This design comes from an exercise in tuning for small area on the open sky130 flow, not from production work.
RTL that was checked went through simulation tests only; none was proved equivalent to the original.
Power figures rest on the tool's default switching activity, not on a simulated workload.

==> flow/design.v (excerpt) <==
module us_ctrl_top
#(
	parameter int START_DELAY = 10,   
	parameter int SCK_HALF    = 2     
) (
	input  logic      clk,
	input  logic      rst_n,
	input  logic      psel,
	input  logic      penable,
	input  logic      pwrite,
	input  us_reg_pkg::apb_addr_t paddr,
	input  us_reg_pkg::apb_data_t pwdata,
	output us_reg_pkg::apb_data_t prdata,
	output logic      pready,
	output logic      pslverr,
	output logic      bf_spi_cs_n,
	output logic      bf_spi_sck,
	output logic      bf_spi_sdo,
	input  logic      bf_spi_sdi,
	output logic      bf_tx_en,
	output logic      fifo_en,
	output logic      pulser_en,
	output logic      txrx_spi_en,
	output logic      txrx_sw_off,
	output logic      bf_reset,
	output us_reg_pkg::mux_cnt_t  mux_cnt
);
	localparam int W   = us_acq_pkg::BF_WORD_W;   
	localparam int DLY_W = $clog2(START_DELAY + 1);
	assign pready = 1'b1;   
	logic wr_acc, rd_acc, wr_ctrl, status_rd;
	logic spi_start, acq_start;
	logic [W-1:0] tx_word;
	logic [7:0]   num_bits;
	logic [31:0]  tx_len, init_dly, samples;
	assign wr_acc    = psel & penable & pwrite;
  ...
For scale: roughly 1600 cells after synthesis, roughly 100 I/O pins, roughly 0.017 sq mm of cells after synthesis.
Settings: LEC_CHECK=0, ABC_AREA=1, CAP_MARGIN=20, CORE_MARGIN=2, CORE_UTILIZATION=72, PLACE_DENSITY=0.85, SLEW_MARGIN=20; clock period 6.0 ns.
standard.sh (not shown) runs the stock make flow with config.mk's settings and CLKGATE_MAP_FILE= SYNTH_SCRIPT=/design/flow/synth_recipe.tcl, a recipe that flattens the netlist after the stock synthesis.
==> flow/flow/run.sh <==
#!/bin/bash
set -euo pipefail
W=$PWD
rm -rf "$W/abc_scripts"
cp -r "$FLOW_HOME/scripts" "$W/abc_scripts"
cp "$W/flow/abc_area.script" "$W/abc_scripts/abc_area.script"
SCRIPTS_DIR="$W/abc_scripts" bash standard.sh synth > "$W/synth.log" 2>&1
export BUFFER_PORTS_ARGS="-buffer_cell sky130_fd_sc_hd__buf_1"
export CTS_ARGS="-sink_clustering_enable -repair_clock_nets -sink_clustering_size 16 -sink_clustering_max_diameter 60 -buf_list sky130_fd_sc_hd__clkbuf_8 -dont_use_dummy_load"
bash standard.sh > "$W/layout.log" 2>&1
==> flow/flow/abc_area.script <==
strash
&get -n
&dch -f
&nf -a -p -R 1000
&put
Rerun with:
--- a/flow/flow/run.sh
+++ b/flow/flow/run.sh
@@ -9 +9 @@
-export CTS_ARGS="-sink_clustering_enable -repair_clock_nets -sink_clustering_size 16 -sink_clustering_max_diameter 60 -buf_list sky130_fd_sc_hd__clkbuf_8 -dont_use_dummy_load"
+export CTS_ARGS="-sink_clustering_enable -repair_clock_nets -sink_clustering_size 10 -sink_clustering_max_diameter 40 -buf_list sky130_fd_sc_hd__clkbuf_4 -dont_use_dummy_load"
--- a/flow/config.mk
+++ b/flow/config.mk
@@ -11,2 +11,5 @@
-export CORE_UTILIZATION = 72
-export PLACE_DENSITY = 0.85
+export CORE_UTILIZATION = 60
+export CTS_BUF_LIST = sky130_fd_sc_hd__clkbuf_16
+export CTS_CLUSTER_DIAMETER = 60
+export CTS_CLUSTER_SIZE = 24
+export PLACE_DENSITY = 0.75
What happened: The new run produced a clean layout; register-to-register slack gains 0.13 ns; clock-buffer cell count increases by 22; setup slack gains 0.053 ns; cell area increases by about 0.3%; critical path depth is unchanged; combinational power decreases by about 2%; non-clock buffer count increases by 2.

* * *

Setup of run 1:
us_ctrl_top, a different RTL version from the one above (not shown whole).
Size: ~400 flip-flops, ~100 I/O pins, about 18000 sq um of cells after synthesis.
export LEC_CHECK = 0
export ABC_AREA = 1
export CAP_MARGIN = 20
export CORE_MARGIN = 2
export CORE_UTILIZATION = 60
export CTS_BUF_LIST = sky130_fd_sc_hd__clkbuf_16
export CTS_CLUSTER_DIAMETER = 60
export CTS_CLUSTER_SIZE = 24
export PLACE_DENSITY = 0.75
export SLEW_MARGIN = 20
create_clock -name core_clock -period 6.0 [get_ports {clk}]
==> flow/flow/run.sh <==
#!/bin/bash
set -euo pipefail
W=$PWD
rm -rf "$W/abc_scripts"
cp -r "$FLOW_HOME/scripts" "$W/abc_scripts"
cp "$W/flow/abc_area.script" "$W/abc_scripts/abc_area.script"
SCRIPTS_DIR="$W/abc_scripts" bash standard.sh synth > "$W/synth.log" 2>&1
export BUFFER_PORTS_ARGS="-buffer_cell sky130_fd_sc_hd__buf_1"
export CTS_ARGS="-sink_clustering_enable -repair_clock_nets -sink_clustering_size 16 -sink_clustering_max_diameter 40 -buf_list sky130_fd_sc_hd__clkbuf_8 -dont_use_dummy_load"
bash standard.sh > "$W/layout.log" 2>&1
==> flow/flow/abc_area.script <==
strash
&get -n
&dch -f
&nf -a -R 1000
&put
Inputs modified between run 1 and run 2:
-- flow/flow/run.sh --
<<< run 1, line 9
export CTS_ARGS="-sink_clustering_enable -repair_clock_nets -sink_clustering_size 16 -sink_clustering_max_diameter 40 -buf_list sky130_fd_sc_hd__clkbuf_8 -dont_use_dummy_load"
>>> run 2, line 9
export CTS_ARGS="-sink_clustering_enable -repair_clock_nets -sink_clustering_size 24 -sink_clustering_max_diameter 60 -buf_list sky130_fd_sc_hd__clkbuf_16 -dont_use_dummy_load"
Results
- Run 2: critical path depth higher than run 1
- Summary: final worst-path setup slack, run 2 better than run 1
- The lower part of the cycle the worst path needs came out of run 2.
- Wire: run 2 routes less than run 1
- In run 2 relative to run 1, clock power had gone up by a few percent.
--- input diff run 2..run 3 ---
-- flow/flow/run.sh --
<<< run 2, line 8
export BUFFER_PORTS_ARGS="-buffer_cell sky130_fd_sc_hd__buf_1"
export CTS_ARGS="-sink_clustering_enable -repair_clock_nets -sink_clustering_size 24 -sink_clustering_max_diameter 60 -buf_list sky130_fd_sc_hd__clkbuf_16 -dont_use_dummy_load"
>>> run 3, line 8
==> comparison <==
In summary, run 3 completed successfully, with a layout that passed the timing, DRC and antenna checks. As far as instance count along the most critical hold path goes, run 3 and run 2 are indistinguishable; the numbers are identical. Run 3 vs run 2: DRC violation total after the first TritonRoute iteration up. Compared with run 2, run 3 degrades hold slack. Slew at the pin closest to its max-slew limit, run 2 and run 3: higher on run 3. [run 3 vs run 2] final critical-path required period: higher in run 3.
Edits applied to the flow inputs when going from run 3 to run 4:
-- flow/flow/run.sh --
<<< run 3, line 8
bash standard.sh > "$W/layout.log" 2>&1
>>> run 4, line 8
BUFFER_PORTS_ARGS="-buffer_cell sky130_fd_sc_hd__buf_1" bash standard.sh > "$W/layout.log" 2>&1
### Flow results
- Run 3 → run 4: highest fanout seen on the critical path has increased; via count held; reported leakage power lost 3.9%.
No run of this note included a check of the RTL's function; only the layout flow was run.

==> port drivers added, routing unchanged <==
No port has a modelled driver above. Below, the same layouts with a new extraction and two added sets of constraints.
Step 1 assumes that a clkbuf_16 drives the clock port and a buf_2 every other input.
Step 2 moves the port delays by t, midway between the first and last clock arrival at a register: inputs arrive t later, outputs are due t later. That takes back most of the time a late clock gives input paths.
Slacks: ideal ports / drivers / drivers and shift; pairs: ideal ports / drivers.
run	shift t [ns]	slack for setup (ns)	worst slew at a driven data input, ns
the first run of note 1	0.651	0.373 / 0.328 / 0.521	0.05
the second run of note 1	0.749	0.427 / 0.378 / 0.647	0.04
run 1	0.635	0.703 / 0.682 / 0.682	0.04
run 2	0.605	0.715 / 0.694 / 0.694	0.04
run 3	0.617	0.218 / 0.193 / 0.193	0.04
run 4	0.623	0.678 / 0.657 / 0.657	0.04
After both steps setup and hold are still met in every run listed. The setup slack of run 3, which loses most, moves by -0.025 ns with the drivers and by -0.025 ns with both steps.
